Context: an optimization exercise on an open-source flow, tuned for a short achievable clock period and few clock cycles per item. The choices shown serve that exercise and are no tape-out recipe. Only simulation tests tie the RTL to the original design; equivalence was not proved. No activity file was given, so power comes from the tool's default toggle rates.

File: run.sh
#!/bin/bash
# synth_recipe.tcl (not shown) runs the flow's synth.tcl, then flattens the netlist and writes it again
# the make line also repeats each setting of config.mk as NAME=value (left out here)
make -C /OpenROAD-flow-scripts/flow DESIGN_CONFIG=/design/flow/config.mk WORK_HOME=/design/flow/orfs CLKGATE_MAP_FILE= SYNTH_SCRIPT=/design/flow/synth_recipe.tcl finish
File: config.mk
export PLATFORM = sky130hd
export DESIGN_NAME = rsTop
export DESIGN_NICKNAME = rsTop
export VERILOG_FILES = /design/flow/design.v
export SDC_FILE = /design/flow/constraint.sdc
export NUM_CORES = 4
export LEC_CHECK = 0
export CAP_MARGIN = 20
export CORE_MARGIN = 2
export CORE_UTILIZATION = 25
export PLACE_DENSITY = 0.45
export SETUP_SLACK_MARGIN = 3
export SLEW_MARGIN = 20
export SYNTH_HIERARCHICAL = 1
export SYNTH_MINIMUM_KEEP_SIZE = 0
File: constraint.sdc
create_clock -name core_clock -period 5.0 [get_ports {clk}]
set_input_delay 1.0000 -clock core_clock [delete_from_list [all_inputs] [get_ports {clk}]]
set_output_delay 1.0000 -clock core_clock [all_outputs]
set_load 0.01 [all_outputs]
File: design.v
package rsPkg;
    localparam int DataWidth = 32;   
    localparam int TagWidth  = 4;    
    localparam int NumEntries = 8;
    localparam int SlotWidth  = $clog2(NumEntries);
    localparam int CreditInit = NumEntries;   
    typedef enum logic [2:0] {
        opAdd = 3'd0,
        opSub = 3'd1,
        opAnd = 3'd2,
        opOr  = 3'd3,
        opXor = 3'd4,
        opShl = 3'd5,   
        opShr = 3'd6,   
        opSlt = 3'd7    
    } rsOp;
endpackage
`timescale 1ns/1ps
import rsPkg::*;
module rsPgPre (
    input  logic a,
    input  logic b,
    output logic g,     
    output logic gI,    
    output logic t,     
    output logic tI     
);
    assign g  = a && b;
    assign gI = a && !b;
    assign t  = a || b;
    assign tI = a || !b;
endmodule
module rsPgSel (
    input  logic s,
    input  logic g,
    input  logic gI,
    input  logic t,
    input  logic tI,
    output logic gN,
    output logic tN
);
    assign gN = !(s ? gI : g);
    assign tN = !(s ? tI : t);
endmodule
module rsPg0 (
    input  logic a,
    input  logic b,
    input  logic s,
    output logic gN
);
    assign gN = !(s ? (a || !b) : (a && b));
endmodule
module rsPreI (
    input  logic gNh,
    input  logic tNh,
    input  logic gNl,
    input  logic tNl,
    output logic g,
    output logic t
);
    assign g = !(gNh && (tNh || gNl));
    assign t = !(tNh || tNl);
endmodule
module rsPreT (
    input  logic gh,
    input  logic th,
    input  logic gl,
    input  logic tl,
    output logic gN,
    output logic tN
);
    assign gN = !(gh || (th && gl));
    assign tN = !(th && tl);
endmodule
module rsPreIg (
    input  logic gNh,
    input  logic tNh,
    input  logic gNl,
    output logic g
);
    assign g = !(gNh && (tNh || gNl));
endmodule
module rsPreTg (
    input  logic gh,
    input  logic th,
    input  logic gl,
    output logic gN
);
    assign gN = !(gh || (th && gl));
endmodule
module rsInv (
    input  logic a,
    output logic y
);
    assign y = !a;
endmodule
module rsEarly (
    input  logic e1,
    input  logic e0,
    input  logic fwd,
    input  logic ex,
    output logic f1N,
    output logic f0N
);
    assign f1N = !((e1 && fwd) || ex);
    assign f0N = !((e0 && fwd) || ex);
endmodule
module rsGate (
    input  logic lN,
    input  logic rN,
    input  logic flN,   
    input  logic frN,   
    input  logic f1N,
    input  logic f0N,
    output logic x1N,
    output logic x0N
);
    assign x1N = (lN || flN) && (rN || frN) && f1N;
    assign x0N = (lN || flN) && (rN || frN) && f0N;
endmodule
module rsMuxI (
    input  logic s,
    input  logic a1N,
    input  logic a0N,
    output logic y
);
    assign y = !(s ? a1N : a0N);
endmodule
module rsCand #(
    parameter bit Lt = 1'b0
) (
    input  logic       a,
    input  logic       b,
    input  logic [3:0] tt1,
    input  logic [3:0] tt0,
    input  logic       lt,
    input  logic       a31,
    input  logic       b31,
    output logic       e1,
    output logic       e0
);
    assign e1 = (a ? (b ? tt1[3] : tt1[2]) : (b ? tt1[1] : tt1[0])) ||
                (Lt && lt && a31 && !b31);
    assign e0 = (a ? (b ? tt0[3] : tt0[2]) : (b ? tt0[1] : tt0[0])) ||
                (Lt && lt && (a31 || !b31));
endmodule
module rsMxI (
    input  logic s,
    input  logic a1,
    input  logic a0,
    output logic y
);
    assign y = !(s ? a1 : a0);
endmodule
module rsMxZI (
    input  logic s,
    input  logic a0,
    output logic y
);
    assign y = !(!s && a0);
endmodule
module rsMxOI (
    input  logic s,
    input  logic a0,
    output logic y
);
    assign y = !(s || a0);
endmodule
module rsAoi22 (
    input  logic a,
    input  logic b,
    input  logic c,
    input  logic d,
    output logic y
);
    assign y = !((a && b) || (c && d));
endmodule
module rsNand2 (
    input  logic a,
    input  logic b,
    output logic y
);
    assign y = !(a && b);
endmodule
module rsDec2 (
    input  logic [1:0] s,
    output logic [3:0] d
);
    assign d = 4'b1 << s;
endmodule
module rsShiftDir #(
    parameter bit Left = 1'b1
) (
    input  logic [DataWidth-1:0] a,
    input  logic [4:0]           s,
    output logic [DataWidth-1:0] yN
);
    localparam int N = DataWidth;
    logic [3:0]   dA, dB;
    logic [N-1:0] tA, tB;
    rsDec2 decAInst (.s(s[1:0]), .d(dA));
    rsDec2 decBInst (.s(s[3:2]), .d(dB));
    logic [N-1:0] a1, a2, a3, b4, b8, b12, c16;
    if (Left) begin : gL
        assign a1  = a << 1;
        assign a2  = a << 2;
        assign a3  = a << 3;
        assign b4  = tA << 4;
        assign b8  = tA << 8;
        assign b12 = tA << 12;
        assign c16 = tB << 16;
    end else begin : gR
        assign a1  = a >> 1;
        assign a2  = a >> 2;
        assign a3  = a >> 3;
        assign b4  = tA >> 4;
        assign b8  = tA >> 8;
        assign b12 = tA >> 12;
        assign c16 = tB >> 16;
    end
    for (genvar i = 0; i < N; i++) begin : gA
        logic n0, n1;
        rsAoi22 aoi0Inst (.a(dA[0]), .b(a[i]), .c(dA[1]), .d(a1[i]), .y(n0));
        rsAoi22 aoi1Inst (.a(dA[2]), .b(a2[i]), .c(dA[3]), .d(a3[i]), .y(n1));
        rsNand2 nandInst (.a(n0), .b(n1), .y(tA[i]));
    end
    for (genvar i = 0; i < N; i++) begin : gB
        logic n0, n1;
        rsAoi22 aoi0Inst (.a(dB[0]), .b(tA[i]), .c(dB[1]), .d(b4[i]), .y(n0));
        rsAoi22 aoi1Inst (.a(dB[2]), .b(b8[i]), .c(dB[3]), .d(b12[i]), .y(n1));
        rsNand2 nandInst (.a(n0), .b(n1), .y(tB[i]));
    end
    for (genvar i = 0; i < N; i++) begin : gC
        if ((Left && i >= 16) || (!Left && i < 16)) begin : gM
            rsMxI mInst (.s(s[4]), .a1(c16[i]), .a0(tB[i]), .y(yN[i]));
        end else begin : gF
            rsMxZI mInst (.s(s[4]), .a0(tB[i]), .y(yN[i]));
        end
    end
endmodule
module rsShift (
    input  logic [DataWidth-1:0] a,
    input  logic [4:0]           sl,
    input  logic [4:0]           sr,
    output logic [DataWidth-1:0] lN,
    output logic [DataWidth-1:0] rN
);
    rsShiftDir #(.Left(1'b1)) leftInst  (.a(a), .s(sl), .yN(lN));
    rsShiftDir #(.Left(1'b0)) rightInst (.a(a), .s(sr), .yN(rN));
endmodule
module rsFwd (
    input  logic [TagWidth-1:0] t,
    input  logic [TagWidth-1:0] r,     
    input  logic                rv,    
    output logic                imm,
    output logic                bus,
    output logic                fwd
);
    assign imm = (t == '0);
    assign bus = !imm && rv && (t == r);
    assign fwd = !imm && !(rv && (t == r));
endmodule
module rsAlu #(
    parameter int K  = 5,   
    parameter int KS = 3    
) (
    input  logic [DataWidth-1:0]      a,
    input  logic [DataWidth-1:0]      b,
    input  logic                      sub,
    input  logic                      subN,   
    input  logic [1:0][3:0]           tt,     
    input  logic [3:0]                tt0,    
    input  logic [4:0]                sl,     
    input  logic [4:0]                sr,
    input  logic                      lt,
    input  logic [K-1:0][3:0]         fwd,
    input  logic [K-1:0][3:0]         flN,    
    input  logic [K-1:0][3:0]         frN,    
    input  logic [K-1:0][DataWidth-1:0] ex,
    output logic [K-1:0][DataWidth-1:0] y
);
    localparam int N = DataWidth;
    localparam int L = $clog2(DataWidth);
    logic [N-1:0] g [L+1];
    logic [N-1:0] t [L+1];
    logic [N-1:0] c;
    logic [N-1:0] ga, ta, gs, ts;       
    logic [N-1:0] g1a, t1a, g1s, t1s;   
    for (genvar i = 0; i < N; i++) begin : gPg
        rsPgPre preInst (.a(a[i]), .b(b[i]), .g(ga[i]), .gI(gs[i]), .t(ta[i]), .tI(ts[i]));
    end
    assign g[0] = '0;   
    assign t[0] = '0;
    for (genvar i = 0; i < N; i++) begin : gL1
        if (i == 0) begin : gPass
            rsInv invAInst (.a(ga[0]), .y(g1a[0]));
            rsInv invSInst (.a(ts[0]), .y(g1s[0]));
            assign t1a[0] = 1'b1;
            assign t1s[0] = 1'b1;
        end else if (i == 1) begin : gLast
            rsPreTg preAInst (.gh(ga[1]), .th(ta[1]), .gl(ga[0]), .gN(g1a[1]));
            rsPreTg preSInst (.gh(gs[1]), .th(ts[1]), .gl(ts[0]), .gN(g1s[1]));
            assign t1a[1] = 1'b1;
            assign t1s[1] = 1'b1;
        end else begin : gNode
            rsPreT preAInst (.gh(ga[i]), .th(ta[i]), .gl(ga[i-1]), .tl(ta[i-1]),
                             .gN(g1a[i]), .tN(t1a[i]));
            rsPreT preSInst (.gh(gs[i]), .th(ts[i]), .gl(gs[i-1]), .tl(ts[i-1]),
                             .gN(g1s[i]), .tN(t1s[i]));
        end
        if (i < N / 2) begin : gLo
            rsMuxI gMuxInst (.s(sub), .a1N(g1s[i]), .a0N(g1a[i]), .y(g[1][i]));
            if (i >= 2) begin : gT
                rsMuxI tMuxInst (.s(sub), .a1N(t1s[i]), .a0N(t1a[i]), .y(t[1][i]));
            end else begin : gNoT
                assign t[1][i] = 1'b0;
            end
        end else begin : gHi
            rsMuxI gMuxInst (.s(subN), .a1N(g1a[i]), .a0N(g1s[i]), .y(g[1][i]));
            rsMuxI tMuxInst (.s(subN), .a1N(t1a[i]), .a0N(t1s[i]), .y(t[1][i]));
        end
    end
    for (genvar l = 2; l <= L; l++) begin : gLevel
        localparam int D = 1 << (l - 1);
        for (genvar i = 0; i < N; i++) begin : gBit
            if (i < D) begin : gPass
                rsInv invInst (.a(g[l-1][i]), .y(g[l][i]));
                assign t[l][i] = 1'b0;
            end else if (i < 2 * D) begin : gLast
                if (l % 2 == 1) begin : gI
                    rsPreIg preInst (.gNh(g[l-1][i]), .tNh(t[l-1][i]), .gNl(g[l-1][i-D]),
                                     .g(g[l][i]));
                end else begin : gT
                    rsPreTg preInst (.gh(g[l-1][i]), .th(t[l-1][i]), .gl(g[l-1][i-D]),
                                     .gN(g[l][i]));
                end
                assign t[l][i] = 1'b0;
            end else begin : gNode
                if (l % 2 == 1) begin : gI
                    rsPreI preInst (.gNh(g[l-1][i]), .tNh(t[l-1][i]), .gNl(g[l-1][i-D]),
                                    .tNl(t[l-1][i-D]), .g(g[l][i]), .t(t[l][i]));
                end else begin : gT
                    rsPreT preInst (.gh(g[l-1][i]), .th(t[l-1][i]), .gl(g[l-1][i-D]),
                                    .tl(t[l-1][i-D]), .gN(g[l][i]), .tN(t[l][i]));
                end
            end
        end
    end
    assign c = {g[L][N-2:0], sub};
    logic c31b;
    rsPreIg c31Inst (.gNh(g[L-1][N-2]), .tNh(t[L-1][N-2]), .gNl(g[L-1][N-2-(1<<(L-1))]),
                     .g(c31b));
    logic [N-1:0] shlN, shrN;
    rsShift shiftInst (.a(a), .sl(sl), .sr(sr), .lN(shlN), .rN(shrN));
    logic [K*N-1:0] yf;
    assign y = yf;
    for (genvar j = 0; j < N; j++) begin : gOb
        logic e1, e0, cs;
        assign cs = (j == 0) ? c31b : c[j];
        if (j == 0) begin : gCand0
            rsCand #(.Lt(1'b1)) candInst (
                .a (a[j]), .b (b[j]), .tt1 (tt0), .tt0 (tt0),
                .lt (lt), .a31 (a[N-1]), .b31 (b[N-1]), .e1 (e1), .e0 (e0)
            );
        end else begin : gCandN
            rsCand #(.Lt(1'b0)) candInst (
                .a (a[j]), .b (b[j]), .tt1 (tt[1]), .tt0 (tt[0]),
                .lt (lt), .a31 (a[N-1]), .b31 (b[N-1]), .e1 (e1), .e0 (e0)
            );
        end
        for (genvar k = 0; k < K; k++) begin : gOut
            if (k < KS || j < 5) begin : gUsed
                logic f1N, f0N, x1N, x0N, yb;
                rsEarly earlyInst (.e1(e1), .e0(e0), .fwd(fwd[k][j/8]), .ex(ex[k][j]),
                                   .f1N(f1N), .f0N(f0N));
                rsGate gateInst (.lN(shlN[j]), .rN(shrN[j]), .flN(flN[k][j/8]),
                                 .frN(frN[k][j/8]), .f1N(f1N), .f0N(f0N), .x1N(x1N), .x0N(x0N));
                rsMuxI muxInst (.s(cs), .a1N(x1N), .a0N(x0N), .y(yb));
                assign yf[k*N+j] = yb;
            end else begin : gUnused
                assign yf[k*N+j] = 1'b0;
            end
        end
    end
endmodule
`timescale 1ns/1ps
import rsPkg::*;
module rsTop (
    input  logic                 clk,
    input  logic                 reset,
    input  logic                 flush,
    input  logic                 inValid,
    input  logic [2:0]           inOp,
    input  logic [TagWidth-1:0]  inDestTag,
    input  logic [TagWidth-1:0]  inTagA,
    input  logic [DataWidth-1:0] inValA,
    input  logic [TagWidth-1:0]  inTagB,
    input  logic [DataWidth-1:0] inValB,
    output logic                 creditReturn,
    output logic                 resultValid,
    output logic [TagWidth-1:0]  resultTag,
    output logic [DataWidth-1:0] resultData
);
    logic                 exValid;
    logic [TagWidth-1:0]  exTag;
    logic [DataWidth-1:0] exA;
    logic [DataWidth-1:0] exB;
    logic                 exSub;   
    logic                 exSubN;  
    logic                 exSlt;
    logic                 exShlN, exShrN;   
    logic [3:0]           inLt;    
    logic [3:0]           immA, immB, busA, busB, fwdA, fwdB;   
    logic [4:0]           exSl;    
    logic [4:0]           exSr;    
    logic                 inShl, inShr;
    logic [4:0][3:0]      fwd;     
    logic [4:0][3:0]      flN, frN;  
    logic [4:0][DataWidth-1:0] ex;
    logic [4:0][DataWidth-1:0] aluY;
    always_comb begin
        case (inOp)
            opAnd:   inLt = 4'b1000;
            opOr:    inLt = 4'b1110;
            opXor:   inLt = 4'b0110;
            default: inLt = 4'b0000;
        endcase
    end
    for (genvar q = 0; q < 4; q++) begin : gByte
        rsFwd fwdAInst (.t(inTagA), .r(resultTag), .rv(resultValid),
                        .imm(immA[q]), .bus(busA[q]), .fwd(fwdA[q]));
        rsFwd fwdBInst (.t(inTagB), .r(resultTag), .rv(resultValid),
                        .imm(immB[q]), .bus(busB[q]), .fwd(fwdB[q]));
    end
    assign inShl = (inOp == opShl);
    assign inShr = (inOp == opShr);
    assign fwd[0] = '1;
    assign fwd[1] = fwdA;
    assign fwd[2] = fwdB;
    assign fwd[3] = fwdB & {4{inShl}};
    assign fwd[4] = fwdB & {4{inShr}};
    assign flN[0] = {4{exShlN}};
    assign frN[0] = {4{exShrN}};
    for (genvar k = 1; k < 5; k++) begin : gShSel
        assign flN[k] = ~fwd[k] | {4{exShlN}};
        assign frN[k] = ~fwd[k] | {4{exShrN}};
    end
    assign ex[0] = '0;
    for (genvar j = 0; j < DataWidth; j++) begin : gEx
        assign ex[1][j] = (immA[j/8] & inValA[j]) | (busA[j/8] & resultData[j]);
        assign ex[2][j] = (immB[j/8] & inValB[j]) | (busB[j/8] & resultData[j]);
    end
    assign ex[3] = ex[2] & {DataWidth{inShl}};
    assign ex[4] = ex[2] & {DataWidth{inShr}};
    logic [1:0][3:0] tt, inTt;
    logic [3:0]      tt0, inTt0;
    logic            inAdd, inSub, inLogic;
    assign inAdd   = (inOp == opAdd);
    assign inSub   = (inOp == opSub);
    assign inLogic = (inOp == opAnd) || (inOp == opOr) || (inOp == opXor);
    for (genvar e = 0; e < 4; e++) begin : gEntry
        localparam logic P = (e == 1) || (e == 2);
        for (genvar v = 0; v < 2; v++) begin : gCarry
            assign inTt[v][e] = (inLogic && inLt[e]) || (inAdd && (P ^ v)) ||
                                (inSub && !(P ^ v));
        end
        assign inTt0[e] = (inLogic && inLt[e]) || ((inAdd || inSub) && P);
    end
    rsAlu aluInst (
        .a   (exA),
        .b   (exB),
        .sub (exSub),
        .subN(exSubN),
        .tt  (tt),
        .tt0 (tt0),
        .sl  (exSl),
        .sr  (exSr),
        .lt  (exSlt),
        .fwd (fwd),
        .flN (flN),
        .frN (frN),
        .ex  (ex),
        .y   (aluY)
    );
    always_ff @(posedge clk) begin
        if (reset || flush) begin
            exValid <= 1'b0;
        end else begin
            exValid <= inValid;
        end
        exTag    <= inDestTag;
        exSub    <= (inOp == opSub) || (inOp == opSlt);
        exSubN   <= !((inOp == opSub) || (inOp == opSlt));
        exShlN   <= !(inOp == opShl);
        exShrN   <= !(inOp == opShr);
        exSlt    <= (inOp == opSlt);
        tt       <= inTt;
        tt0      <= inTt0;
        exA      <= aluY[1];
        exB      <= aluY[2];
        exSl     <= aluY[3][4:0];
        exSr     <= aluY[4][4:0];
    end
    always_ff @(posedge clk) begin
        if (reset || flush) begin
            resultValid <= 1'b0;
        end else begin
            resultValid <= exValid;
        end
        resultTag  <= exTag;
        resultData <= aluY[0];
    end
    assign creditReturn = exValid;
endmodule
==> notes.md <==
-- per-layer routing --
metal	vias up	share of wire [%]
li1	9006	-
met1	10150	45
met2	765	47
met3	136	5.5
met4	0	3.1
met5	-	0
-- worst max path at each step --
stage | endpoint | cells past startpoint
CTS | exSr[3] | 10
global route | exB[31] | 10
global placement | exA[13] | 8
finish | resultData[19] | 11
detailed placement | exA[0] | 7
floorplan | exSr[1] | 8
-- worst max-delay path: cells and delay by family (launching register included) --
family / cells / cell delay, ps
compound gates: 3 / 550
buf+inv: 3 / 440
flops: 1 / 410
mux: 2 / 390
simple gates: 3 / 290
-- cells in the final DEF (no fill, tap or decap), types with 13 or more instances in the layout --
master and n:
mux2i_1 122, buf_2 24, mux4_1 62, nand2b_2 14, buf_4 176, and2_2 31
clkbuf_16 22, nand2b_4 22, nor2_2 17, nand2_1 112, dfxtp_4 49, a22oi_2 267
o21ai_2 24, buf_12 69, a21oi_2 223, nand2_4 19, a21oi_1 94, nor2_4 16
nand2b_1 36, nor2b_4 13, o21ai_4 19, a22oi_1 21, inv_1 58, dfxtp_1 17
buf_6 40, clkdlybuf4s50_1 71, o221a_1 212, mux2i_4 51, nor2b_1 25, mux2i_2 26
xnor2_1 26, a22o_1 30, dfxtp_2 63, nand2_2 110, conb_1 190, or2_1 23
-- stage by stage --
step / hold slack, ps / util, % / cell area (sq um)
finish: 326.4 / 36.69 / 27960
global route: 329.7 / 36.69 / 27960
CTS: 327.0 / 35.83 / 27300
detailed placement: 313.5 / 29.46 / 22450
global placement: 312.9 / 29.36 / 22380
floorplan: 309.6 / - / 20590
-- registers in the layout (all words and copies together), names as in the netlist --
| register | flops |
|---|---|
| exTag | 4 |
| resultData | 32 |
| exSubN | 1 |
| exShlN | 1 |
| exSr | 5 |
| exValid | 1 |
| exSub | 1 |
| exB | 32 |
| tt | 6 |
| resultTag | 4 |
| exShrN | 1 |
| exSlt | 1 |
| exA | 32 |
| exSl | 5 |
| resultValid | 1 |
| tt0 | 2 |
-- report_power, final --
part	total [mW]	internal (mW)	leakage (nW)	switching (mW)
clock	1.34	0.696	0.278	0.645
sequential	2.32	1.59	1.11	0.729
combinational	13.8	6.05	8.80	7.75
-- final cells by class --
class                   instances  area share [%]
clock buffers                  17           1.522
clock inverters                15          0.5325
inverters                      75           1.123
multi-input cells            1914           66.58
flip-flops and latches        129           10.18
well taps                    1030           4.609
repair buffers                397           15.45
-- timing repair --
action / in CTS / in global routing
endpoints found under the setup margin: 144 / 107
gates cloned: 20 / 5
buffers inserted: 214 / 21
resized for setup: 768 / 81
pin swaps: 113 / 86
==> notes.md <==
----------------------------------------------------
[Global routing]
  Most Crowded Layer GR ... met2
  Maximum number of pins on one net before global-route repair ... 63
  Grt met1 use ... 29.86%
  Leftover overflow at the end of global routing ... 0
  Fraction of met3 tracks used by global routing ... 2.907%
  Vias in the first global route ... 19250
  Global-route total usage across every layer ... 22.06%
  Antenna violations before repair ... 1
  Wire length of the first global-routing pass ... 130200 um
  Global-route track usage on met2 ... 36.14%

[Worst setup path]
  Launching instance or port of the critical path ... exSl[1]
  Worst Path Max Fanout ... 7
  Slowest cell on crit path ... dfxtp_4
  Origin of the critical flop-to-flop path ... exSl[1]
  Cells traversed along the worst timing path ... nor2_4, buf_16, buf_8, a22oi_2, nand2_2, buf_4, a22oi_2, nand2_2, mux2i_4, o221a_1, mux2i_2
  Worst reg-to-reg setup slack ... 2780 ps
  Worst EP required ... 5360 ps
  Crit path largest cell delay ... 410 ps
  R2R depth ... 11
  Arrival @ worst endpoint ... 2590 ps
  Crit Reg-Reg Endpoint ... resultData[19]
  Sort of element at the end of the critical path ... flip-flop
  Startpoint type of the worst setup path ... flip-flop
  Start-to-end type of the worst setup path ... reg2reg

[Min path]
  Worst Min Path Start ... exTag[3]
  Worst hold path type ... reg2reg
  Hold Path End ... resultTag[3]
  Min-Delay Path Depth ... 0

[Floorplan]
  Overall die area ... 79530 sq um
  Row Count ... 101
  DIE WIDTH ... 282.0 um
  Die Span Y ... 282.0 um
  Area of the core ... 76200 sq um
  Starting utilization of the core area ... 25.36%
  Boundary pin count ... 121

[Clock network]
  Clock tree buffer depth ... 2
  Worst-Skew Late Latency ... 500 ps
  Clock-pin transition on the worst setup and hold timing paths ... 70 ps
  TritonCTS Buffers ... 17
  CTS tree ... built
  Number of clock sinks seen by CTS ... 129
  Root Buffer ... clkbuf_16
  Hold Buf Count CTS ... 0
  CTS H-Tree Depth ... 4

[Timing]
  Unrepaired setup endpoints after global routing ... true
  Rel. slew slack ... 26.94%
  Measured slew at the worst slew-check pin ... 1096 ps
  Final hold violation count ... 0
  Maximum frequency from static timing analysis ... 0.4496 GHz
  Final period util ... 44.49%
  Final period demand of the worst path ... 2224 ps
  Number of max-slew violations in the final report ... 0
  Final total negative setup slack ... 0 ps
  Final setup violation count ... 0
  Max Clock Skew ... 14.99 ps
  Final setup slack of the worst path ... 2776 ps

[Placement]
  Port Buf Inserts ... 120
  Final GP Congestion ... 0.9257
  Placed wire-length estimate after detailed placement ... 60170 um
  Cells after DPL ... 3285
  Minimum setup slack after placement ... 1157 ps

[Final layout]
  Signed area change from the synthesized netlist to the final layout ... 44.70%
  Area used by multi-input combinational logic ... 18620 sq um
  Diodes inserted ... 0
  Share of cells above drive strength 1 ... 55.79%
  Post-layout nets ... 2617
  Fill count ... 7630
  Post-Layout Cell Count ... 3577
  Area of all sequential standard cells ... 2845 sq um

[Detailed routing]
  Detailed Route Iter0 Violations ... 1553
  TritonRoute pass-1 iters ... 5
  Routed wirelength normalized by instance count ... 25.08 um
  Number of antenna-violating nets in the routed design ... 0
  Vias per cell ... 5.608
  Total wire length ... 89720 um
  DRC Markers ... 0
  Routed via count ... 20060

[Pwr]
  Cell leakage power ... 10.18 nW
  Post-layout total power ... 17.46 mW
  Maximum vdd ir drop ... 0.3631 mV
  Pwr/cell area ... 624.6 nW/um^2

[Outcome]
  Result of the run ... timing/DRC/antenna clean

[Yosys]
  Cell area after synthesis ... 19320 sq um
  Yosys warning count ... 12
  Post-synthesis area per instance ... 9.449 sq um
  Gate count of the mapped netlist ... 2045

[Job]
  Max-cap check violation count ... 0

----------------------------------------------------
Testbench counts, summed over its fixed seeds: cycles 3,216, items 3,200.

[static timing again, ports no longer ideal]
The flow's constraints put no driver on any port. The routed layout listed below was extracted and timed again, unchanged, in two steps. Step 1, drivers: a clkbuf_16 drives clk and a buf_2 each remaining input, both assumed. Step 2, shift: input delay + t, output delay - t, t = (earliest + latest rising clock arrival at the registers) / 2. This alone moves slack from input paths to output paths. Slacks: ideal ports / drivers / drivers and shift; pairs: ideal ports / drivers.
t (ns): 0.559
slack for setup (ns): 2.776 / 2.776 / 2.282
clock arrival spread, ns: 0.016 / 0.015
worst register clock-pin slew, ns: 0.08 / 0.08
After both steps this run still meets setup and hold. For this run, drivers alone change the setup slack by 0.000 ns; drivers and shift together by -0.494 ns.
